Source: an optimization exercise on an open RTL-to-GDS flow (aim: a short achievable clock period and few clock cycles). Production flows keep margins and buffers that such runs may drop. Only simulation tests tie the RTL to the original design; equivalence was not proved. The clock port is modelled as an ideal driver; clocking choices that lean on that would not hold on a real chip. Power and IR drop assume default switching activity.

$ cat flow/design.v
`default_nettype none
package bilateral_pkg;
    localparam int IMG_SIZE    = 16;
    localparam int RANGE_SHIFT = 5;
    localparam int SR_LEN      = 2 * IMG_SIZE + 2;
    function automatic logic [11:0] range_product(input logic [2:0] idx, input logic [7:0] p,
                                                   input logic [9:0] p3, input logic [10:0] p5);
        case (idx)
            3'd0:    range_product = {p, 4'd0};
            3'd1:    range_product = {p3, 2'd0};
            3'd2:    range_product = {1'b0, p, 3'd0};
            3'd3:    range_product = {1'b0, p5};
            3'd4:    range_product = {2'd0, p3};
            3'd5:    range_product = {3'd0, p, 1'b0};
            default: range_product = {4'd0, p};
        endcase
    endfunction
    function automatic logic [4:0] range_weight(input logic [2:0] idx);
        case (idx)
            3'd0:    range_weight = 5'd16;
            3'd1:    range_weight = 5'd12;
            3'd2:    range_weight = 5'd8;
            3'd3:    range_weight = 5'd5;
            3'd4:    range_weight = 5'd3;
            3'd5:    range_weight = 5'd2;
            default: range_weight = 5'd1;
        endcase
    endfunction
    function automatic logic [6:0] range_diffs(input logic [7:0] p, input logic [7:0] c);
        logic [8:0] d_pc;
        logic [7:0] d_cp;
        d_pc = {1'b0, p} - {1'b0, c};
        d_cp = c - p;
        range_diffs = {d_pc[8], d_pc[7:5], d_cp[7:5]};
    endfunction
    function automatic logic [5:0] range_weight3(input logic [2:0] idx);
        case (idx)
            3'd0:    range_weight3 = 6'd48;
            3'd1:    range_weight3 = 6'd36;
            3'd2:    range_weight3 = 6'd24;
            3'd3:    range_weight3 = 6'd15;
            3'd4:    range_weight3 = 6'd9;
            3'd5:    range_weight3 = 6'd6;
            default: range_weight3 = 6'd3;
        endcase
    endfunction
    function automatic logic [2:0] range_index(input logic [6:0] diffs);
        if (diffs[6]) begin
            range_index = diffs[2:0];
        end else begin
            range_index = diffs[5:3];
        end
    endfunction
    function automatic logic [31:0] csa_sum(input logic [31:0] a, input logic [31:0] b,
                                            input logic [31:0] c);
        csa_sum = a ^ b ^ c;
    endfunction
    function automatic logic [31:0] csa_carry(input logic [31:0] a, input logic [31:0] b,
                                              input logic [31:0] c);
        csa_carry = ((a & b) | (a & c) | (b & c)) << 1;
    endfunction
endpackage
`default_nettype wire
`timescale 1ns/1ps
`default_nettype none
module window_fetch (
    input  logic        clk,
    input  logic        rst,
    input  logic        in_valid_i,
    input  logic [7:0]  in_data_i,
    output logic [7:0]  in_addr_o,
    output logic [71:0] win_o,
    output logic        win_valid_o
);
    localparam int SR_LEN = bilateral_pkg::SR_LEN;
    logic        rd_active;
    logic [7:0]  rd_addr;
    logic        accept;
    logic [7:0]  sr [SR_LEN];
    logic [7:0]  rd_addr_n;
    logic        cap_valid;
    logic [7:0]  cap_data;
    logic [7:0]  cap_addr;
    assign rd_addr_n = accept ? rd_addr + 1'b1 : rd_addr;
    assign accept    = in_valid_i && rd_active;
    always_ff @(posedge clk or posedge rst) begin
        if (rst) begin
            rd_active <= 1'b1;
            rd_addr   <= '0;
            cap_valid <= 1'b0;
        end else begin
            cap_valid <= accept;
            rd_addr <= rd_addr_n;
            if (accept && rd_addr == 8'hff) begin
                rd_active <= 1'b0;
            end
        end
    end
    always_ff @(posedge clk) begin
        if (rst) begin
            in_addr_o <= '0;
        end else begin
            in_addr_o <= rd_addr_n;
        end
    end
    always_ff @(posedge clk) begin
        cap_data <= in_data_i;
        cap_addr <= rd_addr;
    end
    always_ff @(posedge clk) begin
        if (cap_valid) begin
            sr[0] <= cap_data;
            for (int i = 1; i < SR_LEN; i++) begin
                sr[i] <= sr[i-1];
            end
        end
    end
    assign win_valid_o = cap_valid && (cap_addr[7:4] >= 4'd2) && (cap_addr[3:0] >= 4'd2);
    assign win_o = {sr[33], sr[32], sr[31],
                    sr[17], sr[16], sr[15],
                    sr[1],  sr[0],  cap_data};
endmodule
`default_nettype wire
`timescale 1ns/1ps
`default_nettype none
module tap_weighting (
    input  logic         clk,
    input  logic         rst,
    input  logic [71:0]  win_i,
    input  logic         win_valid_i,
    output logic [95:0]  part_o,
    output logic [47:0]  wgt_o,
    output logic [55:0]  wgt3_o,
    output logic         prod_valid_o
);
    logic [7:0]  pix_c  [9];
    logic [7:0]  pix_r  [9];
    logic [6:0]  dif_r  [9];
    logic [2:0]  idx_c  [9];
    logic        s1_valid;
    logic [9:0]  p3_r   [9];
    logic [10:0] p5_r   [9];
    logic [11:0] rp_c   [9];
    logic [4:0]  rw_c   [9];
    logic [12:0] prod_c [8];
    logic [31:0] t      [9];
    logic [31:0] ps     [3];
    logic [31:0] pc     [3];
    logic [5:0]  wgt_c  [8];
    logic [5:0]  rw3_c  [9];
    logic [6:0]  wgt3_c [8];
    always_comb begin
        for (int i = 0; i < 9; i++) begin
            pix_c[i] = win_i[8*(8-i) +: 8];
        end
    end
    always_ff @(posedge clk or posedge rst) begin
        if (rst) begin
            s1_valid     <= 1'b0;
            prod_valid_o <= 1'b0;
        end else begin
            s1_valid     <= win_valid_i;
            prod_valid_o <= s1_valid;
        end
    end
    always_ff @(posedge clk) begin
        for (int i = 0; i < 9; i++) begin
            pix_r[i] <= pix_c[i];
            dif_r[i] <= bilateral_pkg::range_diffs(pix_c[i], pix_c[4]);
            p3_r[i]  <= {2'd0, pix_c[i]} + {1'b0, pix_c[i], 1'b0};
            p5_r[i]  <= {3'd0, pix_c[i]} + {1'b0, pix_c[i], 2'd0};
        end
    end
    always_comb begin
        for (int i = 0; i < 9; i++) begin
            idx_c[i] = bilateral_pkg::range_index(dif_r[i]);
            rp_c[i]  = bilateral_pkg::range_product(idx_c[i], pix_r[i], p3_r[i], p5_r[i]);
            rw_c[i]  = bilateral_pkg::range_weight(idx_c[i]);
            rw3_c[i] = bilateral_pkg::range_weight3(idx_c[i]);
        end
        for (int j = 0; j < 8; j++) begin
            if (((j < 4) ? j : j + 1) % 2 == 1) begin
                prod_c[j] = {rp_c[(j < 4) ? j : j + 1], 1'b0};
                wgt_c[j]  = {rw_c[(j < 4) ? j : j + 1], 1'b0};
                wgt3_c[j] = {rw3_c[(j < 4) ? j : j + 1], 1'b0};
            end else begin
                prod_c[j] = {1'b0, rp_c[(j < 4) ? j : j + 1]};
                wgt_c[j]  = {1'b0, rw_c[(j < 4) ? j : j + 1]};
                wgt3_c[j] = {1'b0, rw3_c[(j < 4) ? j : j + 1]};
            end
        end
    end
    always_comb begin
        for (int j = 0; j < 4; j++) begin
            t[j]   = 32'(prod_c[j]);
            t[j+5] = 32'(prod_c[j+4]);
        end
        t[4] = 32'({pix_r[4], 6'd0});
        for (int g = 0; g < 3; g++) begin
            ps[g] = bilateral_pkg::csa_sum(t[3*g], t[3*g+1], t[3*g+2]);
            pc[g] = bilateral_pkg::csa_carry(t[3*g], t[3*g+1], t[3*g+2]);
        end
    end
    always_ff @(posedge clk) begin
        for (int g = 0; g < 3; g++) begin
            part_o[32*g +: 16]      <= ps[g][15:0];
            part_o[32*g + 16 +: 16] <= pc[g][15:0];
        end
        for (int j = 0; j < 8; j++) begin
        end
        for (int j = 0; j < 8; j++) begin
            wgt_o[6*j +: 6]  <= wgt_c[j];
            wgt3_o[7*j +: 7] <= wgt3_c[j];
        end
    end
endmodule
`default_nettype wire
`timescale 1ns/1ps
`default_nettype none
module weighted_sum (
    input  logic         clk,
    input  logic         rst,
    input  logic [95:0]  part_i,
    input  logic [47:0]  wgt_i,
    input  logic [55:0]  wgt3_i,
    input  logic         prod_valid_i,
    output logic [15:0]  num_o,
    output logic [8:0]   den_o,
    output logic [9:0]   den3_o,
    output logic         sums_valid_o
);
    logic [31:0] t [6];
    logic [5:0]  w  [8];
    logic [6:0]  w3 [8];
    logic [7:0]  wq_r  [2];
    logic [8:0]  wq3_r [2];
    logic [1:0]  vld_r;
    logic [31:0] rs [4];
    logic [31:0] rc [4];
    logic [15:0] ns_r;
    logic [15:0] nc_r;
    always_comb begin
        for (int j = 0; j < 8; j++) begin
            w[j]  = wgt_i[6*j +: 6];
            w3[j] = wgt3_i[7*j +: 7];
        end
        for (int g = 0; g < 6; g++) begin
            t[g] = 32'(part_i[16*g +: 16]);
        end
        rs[0] = bilateral_pkg::csa_sum(t[0], t[1], t[2]);
        rc[0] = bilateral_pkg::csa_carry(t[0], t[1], t[2]);
        rs[1] = bilateral_pkg::csa_sum(t[3], t[4], t[5]);
        rc[1] = bilateral_pkg::csa_carry(t[3], t[4], t[5]);
        rs[2] = bilateral_pkg::csa_sum(rs[0], rc[0], rs[1]);
        rc[2] = bilateral_pkg::csa_carry(rs[0], rc[0], rs[1]);
        rs[3] = bilateral_pkg::csa_sum(rs[2], rc[2], rc[1]);
        rc[3] = bilateral_pkg::csa_carry(rs[2], rc[2], rc[1]);
    end
    always_ff @(posedge clk or posedge rst) begin
        if (rst) begin
            vld_r <= '0;
        end else begin
            vld_r <= {vld_r[0], prod_valid_i};
        end
    end
    assign sums_valid_o = vld_r[1];
    always_ff @(posedge clk) begin
        ns_r     <= rs[3][15:0];
        nc_r     <= rc[3][15:0];
        wq_r[0]  <= (8'(w[0]) + 8'(w[1])) + (8'(w[2]) + 8'(w[3]));
        wq_r[1]  <= (8'(w[4]) + 8'(w[5])) + (8'(w[6]) + 8'(w[7]));
        wq3_r[0] <= (9'(w3[0]) + 9'(w3[1])) + (9'(w3[2]) + 9'(w3[3]));
        wq3_r[1] <= (9'(w3[4]) + 9'(w3[5])) + (9'(w3[6]) + 9'(w3[7]));
        num_o       <= ns_r + nc_r;
        den_o       <= 9'd64 + 9'(wq_r[0]) + 9'(wq_r[1]);
        den3_o      <= 10'd192 + 10'(wq3_r[0]) + 10'(wq3_r[1]);
    end
endmodule
`default_nettype wire
`timescale 1ns/1ps
`default_nettype none
module weight_divider (
    input  logic         clk,
    input  logic         rst,
    input  logic [15:0]  num_i,
    input  logic [8:0]   den_i,
    input  logic [9:0]   den3_i,
    input  logic         sums_valid_i,
    output logic         out_valid_o,
    output logic [7:0]   out_addr_o,
    output logic [7:0]   out_data_o,
    output logic         finish_o
);
    localparam int NST = 4;
    logic [NST-1:0][15:0] rem_r;
    logic [NST-1:0][8:0]  den_r;
    logic [NST-1:0][9:0]  den3_r;
    logic [NST-1:0][7:0]  quot_r;
    logic [NST-1:0]       vld_r;
    logic [15:0] rem_in  [NST];
    logic [8:0]  den_in  [NST];
    logic [9:0]  den3_in [NST];
    logic [7:0]  quot_in [NST];
    logic [15:0] rem_n   [NST];
    logic [7:0]  quot_n  [NST];
    logic [15:0] rem_sh;
    logic [9:0]  r;
    logic [10:0] t1;
    logic [10:0] t2;
    logic [10:0] t3;
    logic [9:0]  r_n;
    logic [1:0]  q2;
    logic [15:0] keep_mask;
    logic [15:0] live_mask;
    always_comb begin
        for (int s = 0; s < NST; s++) begin
            if (s == 0) begin
                rem_in[s]  = num_i;
                den_in[s]  = den_i;
                den3_in[s] = den3_i;
                quot_in[s] = '0;
            end else begin
                rem_in[s]  = rem_r[s-1];
                den_in[s]  = den_r[s-1];
                den3_in[s] = den3_r[s-1];
                quot_in[s] = quot_r[s-1];
            end
            rem_sh = rem_in[s] >> (6 - 2*s);
            r  = rem_sh[9:0];
            t1 = {1'b0, r} - {2'd0, den_in[s]};
            t2 = {1'b0, r} - {1'b0, den_in[s], 1'b0};
            t3 = {1'b0, r} - {1'b0, den3_in[s]};
            if (!t3[10]) begin
                q2  = 2'd3;
                r_n = t3[9:0];
            end else if (!t2[10]) begin
                q2  = 2'd2;
                r_n = t2[9:0];
            end else if (!t1[10]) begin
                q2  = 2'd1;
                r_n = t1[9:0];
            end else begin
                q2  = 2'd0;
                r_n = r;
            end
            keep_mask = ~(16'h3ff << (6 - 2*s));
            live_mask = ~(16'hffff << (6 - 2*s + 8));
            rem_n[s]  = ((rem_in[s] & keep_mask) | ({6'd0, r_n} << (6 - 2*s))) & live_mask;
            quot_n[s] = quot_in[s] | ({6'd0, q2} << (6 - 2*s));
        end
    end
    always_ff @(posedge clk or posedge rst) begin
        if (rst) begin
            vld_r <= '0;
        end else begin
            vld_r <= {vld_r[NST-2:0], sums_valid_i};
        end
    end
    always_ff @(posedge clk) begin
        rem_r[0]  <= rem_n[0];
        den_r[0]  <= den_in[0];
        den3_r[0] <= den3_in[0];
        quot_r[0] <= quot_n[0];
        for (int s = 1; s < NST; s++) begin
            rem_r[s]  <= rem_n[s];
            den_r[s]  <= den_in[s];
            den3_r[s] <= den3_in[s];
            quot_r[s] <= quot_n[s];
        end
    end
    assign out_data_o  = quot_r[NST-1];
    logic [7:0] out_pos;
    always_ff @(posedge clk or posedge rst) begin
        if (rst) begin
            out_pos <= 8'h11;
        end else if (vld_r[NST-2]) begin
            if (out_pos[3:0] == 4'd14) begin
                out_pos <= {out_pos[7:4] + 4'd1, 4'd1};
            end else begin
                out_pos <= out_pos + 8'd1;
            end
        end
    end
    always_ff @(posedge clk) begin
        out_addr_o <= out_pos;
        if (rst) begin
            out_valid_o <= 1'b0;
            finish_o    <= 1'b0;
        end else begin
            out_valid_o <= vld_r[NST-2];
            finish_o    <= finish_o || (out_valid_o && out_addr_o == 8'hee);
        end
    end
endmodule
`default_nettype wire
`timescale 1ns/1ps
`default_nettype none
module bilateral_filter (
    input  logic        clk,
    input  logic        rst,
    input  logic        in_valid_i,
    input  logic [7:0]  in_data_i,
    output logic [7:0]  in_addr_o,
    output logic        out_valid_o,
    output logic [7:0]  out_addr_o,
    output logic [7:0]  out_data_o,
    output logic        finish_o
);
    logic [71:0]  win;
    logic         win_valid;
    logic [95:0]  part;
    logic [47:0]  wgt;
    logic [55:0]  wgt3;
    logic         prod_valid;
    logic [15:0]  num;
    logic [8:0]   den;
    logic [9:0]   den3;
    logic         sums_valid;
    window_fetch window_fetch_inst (
        .clk         (clk),
        .rst         (rst),
        .in_valid_i  (in_valid_i),
        .in_data_i   (in_data_i),
        .in_addr_o   (in_addr_o),
        .win_o       (win),
        .win_valid_o (win_valid)
    );
    tap_weighting tap_weighting_inst (
        .clk          (clk),
        .rst          (rst),
        .win_i        (win),
        .win_valid_i  (win_valid),
        .part_o       (part),
        .wgt_o        (wgt),
        .wgt3_o       (wgt3),
        .prod_valid_o (prod_valid)
    );
    weighted_sum weighted_sum_inst (
        .clk          (clk),
        .rst          (rst),
        .part_i       (part),
        .wgt_i        (wgt),
        .wgt3_i       (wgt3),
        .prod_valid_i (prod_valid),
        .num_o        (num),
        .den_o        (den),
        .den3_o       (den3),
        .sums_valid_o (sums_valid)
    );
    weight_divider weight_divider_inst (
        .clk          (clk),
        .rst          (rst),
        .num_i        (num),
        .den_i        (den),
        .den3_i       (den3),
        .sums_valid_i (sums_valid),
        .out_valid_o  (out_valid_o),
        .out_addr_o   (out_addr_o),
        .out_data_o   (out_data_o),
        .finish_o     (finish_o)
    );
endmodule
`default_nettype wire
$ cat flow/flow/clock_root.tcl
set results $::env(RESULTS)
read_db $results/4_cts.odb
set blk [ord::get_db_block]
set root [$blk findInst clkbuf_0_clk]
if {$root == "NULL"} { puts "no root buffer clkbuf_0_clk"; exit 1 }
set in_net [[$root findITerm A] getNet]
set out_net [[$root findITerm X] getNet]
set loads {}
foreach it [$out_net getITerms] {
  if {[$it getInst] != $root} { lappend loads $it }
}
if {[llength $loads] > 4 || [llength [$in_net getITerms]] != 1} {
  puts "root buffer drives [llength $loads] pins; left as it is"
  exit 0
}
foreach it $loads {
  puts "moving [[$it getInst] getName]/[[$it getMTerm] getName] to [$in_net getName]"
  $it disconnect
  $it connect $in_net
}
odb::dbInst_destroy $root
odb::dbNet_destroy $out_net
write_db $results/4_cts.odb
puts "root buffer removed"
$ cat flow/flow/run.sh
#!/bin/bash
set -euo pipefail
KNOBS=(SETUP_SLACK_MARGIN=6.0 ABC_CLOCK_PERIOD_IN_PS=2000)
bash standard.sh "${KNOBS[@]}" cts > standard_to_cts.log 2>&1
RESULTS="$PWD/orfs/results/$FLOW_PLATFORM/bilateral_filter/base" \
  openroad -no_init -exit flow/clock_root.tcl > clock_root.log 2>&1
bash standard.sh "${KNOBS[@]}" finish > standard_finish.log 2>&1
$ cat flow/config.mk
export PLATFORM = sky130hd
export DESIGN_NAME = bilateral_filter
export DESIGN_NICKNAME = bilateral_filter
export VERILOG_FILES = /design/flow/design.v
export SDC_FILE = /design/flow/constraint.sdc
export NUM_CORES = 4
export LEC_CHECK = 0
export CAP_MARGIN = 20
export CORE_MARGIN = 2
export CORE_UTILIZATION = 62
export CTS_CLUSTER_DIAMETER = 100
export CTS_CLUSTER_SIZE = 30
export PLACE_DENSITY = 0.7
export SLEW_MARGIN = 20
$ cat flow/standard.sh
#!/bin/bash
# synth_recipe.tcl (not shown) runs the flow's synth.tcl, then flattens the netlist and writes it again
# the make line also repeats each setting of config.mk as NAME=value (left out here)
make -C /OpenROAD-flow-scripts/flow DESIGN_CONFIG=/design/flow/config.mk WORK_HOME=/design/flow/orfs CLKGATE_MAP_FILE= SYNTH_SCRIPT=/design/flow/synth_recipe.tcl "${@:-finish}"
$ cat flow/constraint.sdc
create_clock -name core_clock -period 8.5 [get_ports {clk}]
set_input_delay 1.7000 -clock core_clock [delete_from_list [all_inputs] [get_ports {clk}]]
set_output_delay 1.7000 -clock core_clock [all_outputs]
set_load 0.01 [all_outputs]
==> impl_metrics.toml, run 1 <==
[status]
status = "complete, no violations"

[global_routing]
antenna_found_initial = 4
grt_start_max_net_pins = 165
overflow = 0
grt_usage_pct = 28.0
grt_pass1_wl_mm = 161
grt_pass1_vias = 28800

[power]
p_int_w = 0.00822
sw_frac_of_total_pct = 32.7
switching_power_w = 0.00400
p_leak_nw = 21.1
power_frac_seq_pct = 45.1
p_total_w = 0.0122
clock_power_share_pct = 19.1
max-vdd-ir-drop_uv = 313
power_density_nw_per_um2 = 253
comb_power_share_pct = 35.8

[timing]
tightest_slew_ns = 0.944
grt_setup_unrepaired = "true"
max_slew_margin_pct = 37.0
final_hold_viol_count = 0
setup_viol = 0
fin_tns_setup_ns = 0
fin_skew_ns = 0.0331
period_share_pct = 30.3
max_freq_mhz = 389
period_minus_slack_ns = 2.57
maxSlewViolCount = 0

[floorplanning]
fp-row-count = 97
fp.dieH_um = 270
die_x_um = 270
start_util_pct = 62.7
core_um2 = 70000
pin_count = 37
die_area_um2 = 72900

[clock_network]
cts.path.max_buffers = 3
cts_buffers = 40
clkTransAtPathRegs_ns = 0.11
cts_tree = "done"
clock_sinks = 960
insertion_delay_ns = 0.43
htreeDepth = 2
ctsRootBufferMaster = "clkbuf_16"

[final_layout]
final_common_cell = "dfxtp_1"
n_antenna_cell = 0
final-seq-area_um2 = 22100
synthToLayoutAreaGrowth_pct = 9.96
multi_input_area_um2 = 21000
mostFrequentLayoutCells = "dfxtp_1, ha_1, inv_1"
nets = 4550
fillers = 5189
drive_above_1_share_pct = 10.6

[worst_hold_path]
hold_class = "flop to flop"

[routing]
drt_iter0_markers = 2433
avgRoutedWirePerCell_um = 21.0
drtPass1Iterations = 6
drc = 0
drt_wl_total_mm = 104
vias = 28600
drtAntennaViolNets = 0
via_per_inst = 5.79

[synth]
synthArstFlopShare_pct = 2.60
synth_nets = 4414
ys_seq_area_share_pct = 50.3
synthCells = 3840
synth_top_area_cell = "dfxtp_1"
avgSynthCellArea_um2 = 11.4
syn_area_um2 = 43900
yosysWarnings = 33
yosysUniqueCellTypes = 84
post-synth-top-area-fraction_pct = 30.3
synth-edff-count = 272
synth_flop_cell = "dfxtp_1"
ys_ff_latch = 960
ys_top_cells_by_area = "dfxtp_1, edfxtp_1, ha_1, fa_1, xnor2_1"

[critical_path]
cp_slowest_cell = "dfxtp_2"
start_kind = "flop"
required_ns = 6.80
criticalPathCategory = "flop to output pin"
endpoint_kind = "output pin"
path_delay_family = "flip-flops"
crit_fanout = 1
cp_cell_sequence = "buf_6"
slowest_delay_ns = 0.35
critPathArrivalTime_ns = 0.87
cp_num_buf_inv = 1

[run]
drv_cap = 0

[placement]
numPortBuffers = 36
place_congestion = 0.944
place_hpwl_mm = 75.6
[final timing paths]
path	startpoint	end	cells after the start	slack, ns
setup / recovery	window_fetch_inst.in_addr_o[6]	in_addr_o[6]	1	5.93
hold / removal	weight_divider_inst.rem_r[3]	weight_divider_inst.rem_r[19]	0	0.34
setup reg to reg	tap_weighting_inst.wgt_o[19]	weighted_sum_inst.wq3_r[0][7]	9	5.96
hold reg to reg	weight_divider_inst.rem_r[3]	weight_divider_inst.rem_r[19]	0	0.34
max in group asynchronous	rst	window_fetch_inst.cap_valid	2	6.55
min in group asynchronous	rst	window_fetch_inst.rd_addr[1]	2	1.40
[registers in the layout, summed over array words and instances, names as in the netlist, 9 cells and up]
name,flops
weight_divider_inst.den3_r,30
tap_weighting_inst.pix_r,70
weighted_sum_inst.wq3_r,18
weighted_sum_inst.wq_r,14
tap_weighting_inst.p5_r,74
tap_weighting_inst.p3_r,72
tap_weighting_inst.dif_r,56
weight_divider_inst.quot_r,20
weighted_sum_inst.den_o,9
weight_divider_inst.rem_r,36
weighted_sum_inst.nc_r,13
weighted_sum_inst.num_o,16
window_fetch_inst.sr,272
tap_weighting_inst.wgt3_o,40
tap_weighting_inst.part_o,75
weighted_sum_inst.den3_o,9
weighted_sum_inst.ns_r,15
tap_weighting_inst.wgt_o,40
weight_divider_inst.den_r,24
[cell type report]
class	count	area share, %
repair buffers	164	3.05
flip-flops and latches	960	45.9
multi-input cells	2489	43.5
well taps	940	2.44
clock buffers	58	2.26
inverters	320	2.54
repair inverters	2	0.0207
clock inverters	12	0.277
[power by group through the flow]
stage,Sequential [W],Clock [W],Combinational (W)
floorplan,0.00543,0,0.00301
global placement,0.00560,0,0.00361
detailed placement,0.00560,0,0.00376
CTS,0.00550,0.00245,0.00396
global route,0.00555,0.00255,0.00486
finish,0.00551,0.00233,0.00438
[cell families (layout without fill, tap and decap cells)]
logic type                 after synthesis  in the layout  synth area share, %
muxes                                  103            104                 2.85
AOI/OAI and AO/OA                      923            924                 13.6
DFF                                    960            960                 50.3
and+or+nand+nor                        638            639                 6.48
xor gates and xnor gates               259            259                 5.17
adders and majority gates              563            563                 18.0
buffers and inverters                  394            556                 3.53
[repair_timing]
item / 4_1_cts / 5_1_grt
pin swaps: 23 / 44
hold buffers: 0 / 0
cloned: 1 / 6
setup buffers: 38 / 67
resized for setup: 228 / 120
endpoints found under the setup margin: 213 / 164
[stage by stage]
stage / utilization, % / instance area, µm² / setup slack, ns / instances / hold slack, ns
6_report: 68.9 / 48200 / 5.93 / 4945 / 0.336
5_1_grt: 68.9 / 48200 / 5.88 / 4945 / 0.343
4_1_cts: 67.5 / 47300 / 5.69 / 4873 / 0.334
3_5_place_dp: 64.7 / 45300 / 5.11 / 4763 / 0.312
3_3_place_gp: 64.7 / 45300 / 5.23 / 4763 / 0.312
2_1_floorplan: - / 43900 / 5.91 / 3840 / 0.310
[Yosys cell counts, types with 16 or more instances]
master    count
fa_1        116
mux2_2       30
a22oi_1      19
a21o_1      125
o22ai_1      25
nor3_1       17
dfxtp_1     663
a211oi_1     30
buf_2        18
nand2b_1     39
inv_1       320
mux2i_1      58
nor2b_1      42
ha_1        447
o21bai_1     86
o21a_1       47
clkbuf_1     43
edfxtp_1    272
o21ai_0     119
xnor2_1     183
and2_1       21
a31oi_1      16
a21oi_1     319
dfrtp_1      22
a221oi_1     28
nand2_1     270
nor2_1      166
nand3_1      43
xor2_1       76
[per-layer routing]
layer	part of all wire (%)	GRT usage, %	up-vias
met2	46	45.5	852
li1	-	-	13700
met1	45	40.0	13900
met4	3.2	8.57	2
met5	0.013	0	-
met3	5.1	2.70	177
Testbench counts, summed over its fixed seeds: cycles 6,360.
==> run 2, diff against run 1 <==
--- a/flow/design.v
+++ b/flow/design.v
@@ -332,14 +332,8 @@
             t3 = {1'b0, r} - {1'b0, den3_in[s]};
-            if (!t3[10]) begin
-                q2  = 2'd3;
-                r_n = t3[9:0];
-            end else if (!t2[10]) begin
-                q2  = 2'd2;
-                r_n = t2[9:0];
-            end else if (!t1[10]) begin
-                q2  = 2'd1;
-                r_n = t1[9:0];
+            if (!t2[10]) begin
+                q2  = {1'b1, !t3[10]};
+                r_n = !t3[10] ? t3[9:0] : t2[9:0];
             end else begin
-                q2  = 2'd0;
-                r_n = r;
+                q2  = {1'b0, !t1[10]};
+                r_n = !t1[10] ? t1[9:0] : r;
             end
==> run 2 against run 1 <==
Still clean. Cell count increased by 1.9%. Routed wire length decreased by 4.3%. Synthesized cell count increased by 4.4%. Area after synthesis increased by 2.1%. Critical path depth unchanged. Fmax about the same. Total power decreased by 2.3%. Clock skew decreased by 0.0063 ns. Worst hold slack got worse by 0.00052 ns. Register-to-register slack improved by 0.06 ns. Clock power decreased by 2%.
==> impl_metrics.toml, run 2 <==
[power]
power_density_nw_per_um2 = 248
p_int_w = 0.00807
max-vdd-ir-drop_uv = 295
power_frac_seq_pct = 45.9
comb_power_share_pct = 35.0
sw_frac_of_total_pct = 32.4
clock_power_share_pct = 19.1
p_leak_nw = 20.8
switching_power_w = 0.00387

[critical_path]
crit_fanout = 2
cp_slowest_cell = "dfxtp_2"
slowest_delay_ns = 0.34
endpoint_kind = "output pin"
cp_cell_sequence = "buf_6"
reg2reg_slack_ns = 6.02
r2r-start = "tap_weighting_inst.wgt3_o[36]"
start_kind = "flop"
critical_path.startpoint = "weight_divider_inst.finish_o"
required_ns = 6.80
critPathArrivalTime_ns = 0.87
criticalPathCategory = "flop to output pin"
path_delay_family = "flip-flops"
cp_num_buf_inv = 1

[routing]
vias = 28900
drtAntennaViolNets = 0
avgRoutedWirePerCell_um = 19.7
drtPass1Iterations = 5
drt_wl_total_mm = 99.3
drc = 0
via_per_inst = 5.74
drt_iter0_markers = 2018

[synth]
ys_top_cells_by_area = "dfxtp_1, edfxtp_1, ha_1, fa_1, a21oi_1"
synth-edff-count = 272
yosysWarnings = 33
avgSynthCellArea_um2 = 11.2
synthArstFlopShare_pct = 2.60
ys_seq_area_share_pct = 49.3
synth_top_area_cell = "dfxtp_1"
synth_nets = 4585
syn_area_um2 = 44800
synth.most_common_cell = "dfxtp_1"
synth_flop_cell = "dfxtp_1"
ys_ff_latch = 960
yosysUniqueCellTypes = 82
post-synth-top-area-fraction_pct = 29.6
synthCells = 4010
synth_common_cells = "dfxtp_1, ha_1, inv_1"

[floorplanning]
start_util_pct = 62.7
die_x_um = 273
fp-row-count = 98
core_um2 = 71500
pin_count = 37
fp.dieH_um = 273
die_area_um2 = 74400

[final_layout]
nets = 4640
final-seq-area_um2 = 22100
drive_above_1_share_pct = 7.34
multi_input_area_um2 = 21600
top_register = "window_fetch_inst.sr"
fillers = 5529
final_common_cell = "dfxtp_1"
largest_reg_flops = 272
synthToLayoutAreaGrowth_pct = 7.51
reg_top3 = "window_fetch_inst.sr x272, tap_weighting_inst.part_o x75, tap_weighting_inst.p5_r x74"
mostFrequentLayoutCells = "dfxtp_1, ha_1, inv_1"

[placement]
place_hpwl_mm = 74.7
place_congestion = 0.921
numPortBuffers = 36
place_ws_ns = 5.41

[timing]
fin_tns_setup_ns = 0
final_hold_viol_count = 0
max_slew_margin_pct = 36.6
grt_setup_unrepaired = "true"
period_share_pct = 30.3
max_freq_mhz = 388
period_minus_slack_ns = 2.57
tightest_slew_ns = 0.951
maxSlewViolCount = 0
fin_skew_ns = 0.0269
worst_slack_ns = 5.93
setup_viol = 0

[clock_network]
cts_buffers = 39
clkTransAtPathRegs_ns = 0.11
cts.path.max_buffers = 3
ctsRootBufferMaster = "clkbuf_16"
insertion_delay_ns = 0.43
clock_sinks = 960
cts_tree = "done"
cts_hold_buf = 0
htreeDepth = 2

[status]
status = "complete, no violations"

[run]
drv_cap = 0

[global_routing]
grt_usage_pct = 26.4
grt_pass1_vias = 27600
grt_start_max_net_pins = 184
overflow = 0
grt_pass1_wl_mm = 153
antenna_found_initial = 1

[worst_hold_path]
worstHoldStart = "weight_divider_inst.quot_r[20]"
hold_class = "flop to flop"
## run 2: cell types whose count changed in the layout (fill, tap and decap cells not counted), sizes merged, moves of 23 or more
cell	previous run	this run
buf	152	87
nor3	17	52
mux2i	59	82
nand3	43	77
o21a	47	99
xnor2	183	154
o21bai	86	44
a21oi	319	291
## run 2: power by group through the flow
stage	sequential, W	combinational, W	clock (W)
2_1_floorplan	0.00542	0.00303	0
3_3_place_gp	0.00559	0.00373	0
3_5_place_dp	0.00559	0.00381	0
4_1_cts	0.00549	0.00396	0.00241
5_1_grt	0.00553	0.00465	0.00249
6_report	0.00548	0.00417	0.00228
## run 2: final timing paths
kind,to,cells past startpoint
setup / recovery,finish_o,1
hold / removal,weight_divider_inst.quot_r[28],0
setup reg to reg,weighted_sum_inst.wq3_r[1][7],10
hold reg to reg,weight_divider_inst.quot_r[28],0
max in group asynchronous,window_fetch_inst.rd_active,3
min in group asynchronous,weight_divider_inst.out_pos[2],3
## run 2: cell type report
cell class,instances,share of cell area [%]
Sequential cell,960,45.9
Multi-Input combinational cell,2643,45.0
Inverter,325,2.54
Tap cell,950,2.47
Clock buffer,54,2.19
Timing Repair Buffer,97,1.72
Clock inverter,7,0.203
Antenna cell,1,0.00520
## run 2: stage by stage
step	util, %	hold slack, ns	power (W)	cells	area (µm²)
finish	67.4	0.335	0.0119	5037	48200
detailed placement	64.8	0.312	0.00940	4946	46300
CTS	66.7	0.336	0.0119	5017	47700
global placement	64.8	0.310	0.00932	4946	46300
floorplan	-	0.310	0.00845	4010	44800
global route	67.4	0.343	0.0127	5036	48200
## run 2: what timing repair did
action	CTS	global route
gates resized for setup	176	79
endpoints found under the setup margin	92	99
setup buffers	9	20
pin swaps	8	25
## run 2: logic make-up after synthesis
kind of cell | count (synthesis) | synth area share [%]
AO/OA/AOI/OAI | 952 | 13.9
XOR/XNOR | 210 | 4.11
adder cells (fa/ha/maj) | 564 | 17.7
buffers and inverters | 407 | 3.46
flip-flops | 960 | 49.3
multiplexers | 130 | 3.32
AND/OR/NAND/NOR | 787 | 8.22
## run 2: layer usage
layer	routed length (µm)	up-vias	track usage [%]	part of all wire (%)
li1	-	14200	-	-
met1	45400	13800	37.3	46
met2	45900	745	42.8	46
met3	5010	140	3.18	5.1
met4	2910	0	8.11	2.9
met5	0	-	0	0
Testbench counts of run 2, summed over its fixed seeds: cycles 6,360.
==> run 3, diff against run 2 <==
--- a/flow/design.v
+++ b/flow/design.v
@@ -72,3 +72,5 @@
     output logic [71:0] win_o,
-    output logic        win_valid_o
+    output logic        win_valid_o,
+    output logic [7:0]  win_addr_o,
+    output logic        win_last_o
 );
@@ -118,2 +120,4 @@
     assign win_valid_o = cap_valid && (cap_addr[7:4] >= 4'd2) && (cap_addr[3:0] >= 4'd2);
+    assign win_addr_o  = cap_addr - 8'h11;
+    assign win_last_o  = (cap_addr == 8'hff);
     assign win_o = {sr[33], sr[32], sr[31],
@@ -130,2 +134,4 @@
     input  logic         win_valid_i,
+    input  logic [7:0]   win_addr_i,
+    input  logic         win_last_i,
     output logic [95:0]  part_o,
@@ -133,3 +139,5 @@
     output logic [55:0]  wgt3_o,
-    output logic         prod_valid_o
+    output logic         prod_valid_o,
+    output logic [7:0]   prod_addr_o,
+    output logic         prod_last_o
 );
@@ -140,2 +148,4 @@
     logic        s1_valid;
+    logic [7:0]  s1_addr;
+    logic        s1_last;
     logic [9:0]  p3_r   [9];
@@ -172,2 +182,4 @@
         end
+        s1_addr <= win_addr_i;
+        s1_last <= win_last_i;
     end
@@ -214,2 +226,4 @@
         end
+        prod_addr_o <= s1_addr;
+        prod_last_o <= s1_last;
     end
@@ -226,2 +240,4 @@
     input  logic         prod_valid_i,
+    input  logic [7:0]   prod_addr_i,
+    input  logic         prod_last_i,
     output logic [15:0]  num_o,
@@ -229,3 +245,5 @@
     output logic [9:0]   den3_o,
-    output logic         sums_valid_o
+    output logic         sums_valid_o,
+    output logic [7:0]   sums_addr_o,
+    output logic         sums_last_o
 );
@@ -237,2 +255,4 @@
     logic [1:0]  vld_r;
+    logic [7:0]  addr_r;
+    logic        last_r;
     logic [31:0] rs [4];
@@ -273,2 +293,4 @@
         wq3_r[1] <= (9'(w3[4]) + 9'(w3[5])) + (9'(w3[6]) + 9'(w3[7]));
+        addr_r   <= prod_addr_i;
+        last_r   <= prod_last_i;
         num_o       <= ns_r + nc_r;
@@ -276,2 +298,4 @@
         den3_o      <= 10'd192 + 10'(wq3_r[0]) + 10'(wq3_r[1]);
+        sums_addr_o <= addr_r;
+        sums_last_o <= last_r;
     end
@@ -288,2 +312,4 @@
     input  logic         sums_valid_i,
+    input  logic [7:0]   sums_addr_i,
+    input  logic         sums_last_i,
     output logic         out_valid_o,
@@ -298,2 +324,4 @@
     logic [NST-1:0][7:0]  quot_r;
+    logic [NST-1:0][7:0]  addr_r;
+    logic [NST-1:0]       last_r;
     logic [NST-1:0]       vld_r;
@@ -332,8 +360,14 @@
             t3 = {1'b0, r} - {1'b0, den3_in[s]};
-            if (!t2[10]) begin
-                q2  = {1'b1, !t3[10]};
-                r_n = !t3[10] ? t3[9:0] : t2[9:0];
+            if (!t3[10]) begin
+                q2  = 2'd3;
+                r_n = t3[9:0];
+            end else if (!t2[10]) begin
+                q2  = 2'd2;
+                r_n = t2[9:0];
+            end else if (!t1[10]) begin
+                q2  = 2'd1;
+                r_n = t1[9:0];
             end else begin
-                q2  = {1'b0, !t1[10]};
-                r_n = !t1[10] ? t1[9:0] : r;
+                q2  = 2'd0;
+                r_n = r;
             end
@@ -357,2 +391,4 @@
         quot_r[0] <= quot_n[0];
+        addr_r[0] <= sums_addr_i;
+        last_r[0] <= sums_last_i;
         for (int s = 1; s < NST; s++) begin
@@ -362,19 +398,11 @@
             quot_r[s] <= quot_n[s];
+            addr_r[s] <= addr_r[s-1];
+            last_r[s] <= last_r[s-1];
         end
     end
+    assign out_addr_o  = addr_r[NST-1];
     assign out_data_o  = quot_r[NST-1];
-    logic [7:0] out_pos;
-    always_ff @(posedge clk or posedge rst) begin
-        if (rst) begin
-            out_pos <= 8'h11;
-        end else if (vld_r[NST-2]) begin
-            if (out_pos[3:0] == 4'd14) begin
-                out_pos <= {out_pos[7:4] + 4'd1, 4'd1};
-            end else begin
-                out_pos <= out_pos + 8'd1;
-            end
-        end
-    end
+    logic out_last;
     always_ff @(posedge clk) begin
-        out_addr_o <= out_pos;
+        out_last <= last_r[NST-2];
         if (rst) begin
@@ -384,3 +412,3 @@
             out_valid_o <= vld_r[NST-2];
-            finish_o    <= finish_o || (out_valid_o && out_addr_o == 8'hee);
+            finish_o    <= finish_o || (out_valid_o && out_last);
         end
@@ -404,2 +432,4 @@
     logic         win_valid;
+    logic [7:0]   win_addr;
+    logic         win_last;
     logic [95:0]  part;
@@ -408,2 +438,4 @@
     logic         prod_valid;
+    logic [7:0]   prod_addr;
+    logic         prod_last;
     logic [15:0]  num;
@@ -412,2 +444,4 @@
     logic         sums_valid;
+    logic [7:0]   sums_addr;
+    logic         sums_last;
     window_fetch window_fetch_inst (
@@ -419,3 +453,5 @@
         .win_o       (win),
-        .win_valid_o (win_valid)
+        .win_valid_o (win_valid),
+        .win_addr_o  (win_addr),
+        .win_last_o  (win_last)
     );
@@ -426,2 +462,4 @@
         .win_valid_i  (win_valid),
+        .win_addr_i   (win_addr),
+        .win_last_i   (win_last),
         .part_o       (part),
@@ -429,3 +467,5 @@
         .wgt3_o       (wgt3),
-        .prod_valid_o (prod_valid)
+        .prod_valid_o (prod_valid),
+        .prod_addr_o  (prod_addr),
+        .prod_last_o  (prod_last)
     );
@@ -438,2 +478,4 @@
         .prod_valid_i (prod_valid),
+        .prod_addr_i  (prod_addr),
+        .prod_last_i  (prod_last),
         .num_o        (num),
@@ -441,3 +483,5 @@
         .den3_o       (den3),
-        .sums_valid_o (sums_valid)
+        .sums_valid_o (sums_valid),
+        .sums_addr_o  (sums_addr),
+        .sums_last_o  (sums_last)
     );
@@ -450,2 +494,4 @@
         .sums_valid_i (sums_valid),
+        .sums_addr_i  (sums_addr),
+        .sums_last_i  (sums_last),
         .out_valid_o  (out_valid_o),
--- a/flow/config.mk
+++ b/flow/config.mk
@@ -9,6 +9,6 @@
 export CORE_MARGIN = 2
-export CORE_UTILIZATION = 62
+export CORE_UTILIZATION = 50
 export CTS_CLUSTER_DIAMETER = 100
 export CTS_CLUSTER_SIZE = 30
-export PLACE_DENSITY = 0.7
+export PLACE_DENSITY = 0.6
 export SLEW_MARGIN = 20
==> run 3 against run 2 <==
Largest power group unchanged. Combinational power grew 1%. Flip-flop and latch count grew 58. Die area increased by 24%. Non-clock buffer count up 35. Worst hold slack worse by 0.0087 ns. Critical path type unchanged.
==> impl_metrics.toml, run 3 <==
[status]
status = "complete, no violations"

[routing]
drtPass1Iterations = 6
via_per_inst = 5.33
drtAntennaViolNets = 0
avgRoutedWirePerCell_um = 19.1
drc = 0
drt_iter0_markers = 2125
vias = 28000
drt_wl_total_mm = 100

[global_routing]
grt_start_max_net_pins = 185
grt_pass1_vias = 27100
overflow = 0
antenna_found_initial = 4
grt_usage_pct = 21.2
grt_pass1_wl_mm = 154

[clock_network]
cts_hold_buf = 0
ctsRootBufferMaster = "clkbuf_16"
cts_buffers = 41
insertion_delay_ns = 0.45
clkTransAtPathRegs_ns = 0.11
cts.path.max_buffers = 3
cts_tree = "done"
clock_sinks = 1018
htreeDepth = 2

[floorplanning]
die_area_um2 = 92400
fp-row-count = 110
die_x_um = 304
pin_count = 37
fp.dieH_um = 304
start_util_pct = 50.2
core_um2 = 89600

[critical_path]
cp_slowest_cell = "dfxtp_2"
path_delay_family = "flip-flops"
endpoint_kind = "output pin"
start_kind = "flop"
critPathArrivalTime_ns = 0.90
crit_fanout = 2
cp_num_buf_inv = 1
criticalPathCategory = "flop to output pin"
required_ns = 6.80
cp_cell_sequence = "buf_6"
slowest_delay_ns = 0.34

[synth]
syn_area_um2 = 45000
yosysUniqueCellTypes = 80
yosysWarnings = 33
synth.most_common_cell = "dfxtp_1"
avgSynthCellArea_um2 = 11.4
synth_nets = 4522
synth-edff-count = 272
synth_top_area_cell = "dfxtp_1"
ys_top_cells_by_area = "dfxtp_1, edfxtp_1, ha_1, fa_1, a21oi_1"
ys_ff_latch = 1018
synthCells = 3946
synth_flop_cell = "dfxtp_1"
post-synth-top-area-fraction_pct = 32.4
synth_common_cells = "dfxtp_1, ha_1, a21oi_1"
ys_seq_area_share_pct = 51.5
synthArstFlopShare_pct = 1.67

[timing]
max_slew_margin_pct = 27.4
grt_setup_unrepaired = "true"
tightest_slew_ns = 1.09
maxSlewViolCount = 0
setup_viol = 0
fin_tns_setup_ns = 0
fin_skew_ns = 0.0202
period_share_pct = 30.6
max_freq_mhz = 385
period_minus_slack_ns = 2.60
final_hold_viol_count = 0

[final_layout]
drive_above_1_share_pct = 9.49
final_common_cell = "dfxtp_1"
n_antenna_cell = 0
nets = 4623
top_register = "window_fetch_inst.sr"
synthToLayoutAreaGrowth_pct = 9.55
post-route-cell-area_um2 = 49300
mostFrequentLayoutCells = "dfxtp_1, ha_1, inv_1"
largest_reg_flops = 272
reg_top3 = "window_fetch_inst.sr x272, tap_weighting_inst.part_o x75, tap_weighting_inst.p5_r x74"

[placement]
place_congestion = 0.885
numPortBuffers = 36
place_hpwl_mm = 73.0
place_area_um2 = 46700

[power]
p_leak_nw = 21.2
max-vdd-ir-drop_uv = 187
power_density_nw_per_um2 = 252

[worst_hold_path]
hold_class = "flop to flop"

[run]
drv_cap = 0
-- run 3: changes by cell type after synthesis, sizes merged, moves of 24 or more --
cell and delta:
mux2i -33, o21a -45, o21bai +24, nand3 -35, xor2 +34, dfxtp +66
a21oi +26
-- run 3: what timing repair did --
item,4_1_cts,5_1_grt
pin swaps,30,52
endpoints found under the setup margin,126,110
resized for setup,195,136
buffers inserted,26,45
cloned,1,4
-- run 3: logic make-up after synthesis --
logic type / Yosys count / synth area share (%)
DFF: 1018 / 51.5
and+or+nand+nor: 719 / 7.23
adders and majority gates: 565 / 17.6
xor gates and xnor gates: 244 / 4.75
muxes: 85 / 2.24
AOI/OAI and AO/OA: 932 / 13.3
buffers and inverters: 383 / 3.33
-- run 3: path summary, 6_finish.rpt --
kind	startpoint	end	slack, ns	cells after the start
setup / recovery	weight_divider_inst.finish_o	finish_o	5.90	1
hold reg to reg	weight_divider_inst.addr_r[4]	weight_divider_inst.addr_r[12]	0.33	0
max in group asynchronous	rst	window_fetch_inst.cap_valid	6.71	2
min in group asynchronous	rst	tap_weighting_inst.s1_valid	1.44	2
setup reg to reg	weight_divider_inst.den3_r[10]	weight_divider_inst.rem_r[35]	6.01	11
hold / removal	weight_divider_inst.addr_r[4]	weight_divider_inst.addr_r[12]	0.33	0
-- run 3: layout make-up --
type / instances / area (µm²)
clock buffer: 59 / 1120
clock inverter: 12 / 159
fill: 7699 / 40300
inverter: 306 / 1160
multi-input combinational: 2547 / 21000
sequential: 1018 / 23200
tap: 1176 / 1470
timing repair buffer: 132 / 1170
timing repair inverter: 2 / 10.0
-- run 3: metal layers --
layer | part of all wire [%] | track usage (%) | up-vias
met5 | 0.013 | 0 | -
met4 | 2.0 | 4.43 | 2
met3 | 3.4 | 2.05 | 108
met2 | 46 | 34.2 | 491
met1 | 49 | 31.0 | 13400
li1 | - | - | 14000
-- run 3: power by group --
group          switching [W]  internal (W)
combinational        0.00220       0.00202
sequential          0.000319       0.00541
clock                0.00147      0.000995
total                0.00398       0.00843
-- run 3: stage by stage --
step           total power (W)  hold WS, ns  worst slack (ns)  utilization, %  std cells
2_1_floorplan          0.00863        0.310              5.86               -       3946
5_1_grt                 0.0132        0.339              5.86            55.0       5252
4_1_cts                 0.0122        0.330              5.48            54.1       5204
3_5_place_dp           0.00951        0.312              5.39            52.1       5105
3_3_place_gp           0.00948        0.310              5.41            52.1       5104
6_report                0.0124        0.327              5.90            55.0       5252
Testbench counts of run 3, summed over its fixed seeds: cycles 6,360.

-- separate check: timing with driven ports --
The results above use ideal ports. As a check the final layouts listed here were re-extracted and re-timed, cells and wires unchanged. Step 1: set_driving_cell puts a clkbuf_16 on clk and a buf_2 on each other input, an assumption about the parent block. Step 2 times the ports against the registers' clock, not the clock port: input delays grow and output delays shrink by t, the midpoint of the rising clock arrivals with the driver on. Slacks: ideal ports / drivers / drivers and shift; pairs: ideal ports / drivers.
run	shift t [ns]	slack for setup (ns)	worst hold slack (ns)	worst data-port slew with drivers (ns)	cell pins on the clock port's net
run 1	0.544	5.926 / 5.798 / 5.718	0.336 / 0.336 / 0.336	0.04	4
run 2	0.540	5.926 / 5.797 / 5.693	0.335 / 0.335 / 0.335	0.04	4
run 3	0.569	5.901 / 5.772 / 5.731	0.327 / 0.327 / 0.327	0.04	4
After both steps every run listed still meets setup and hold. For run 2, which loses most, drivers alone change the setup slack by -0.129 ns; drivers and shift together by -0.233 ns.
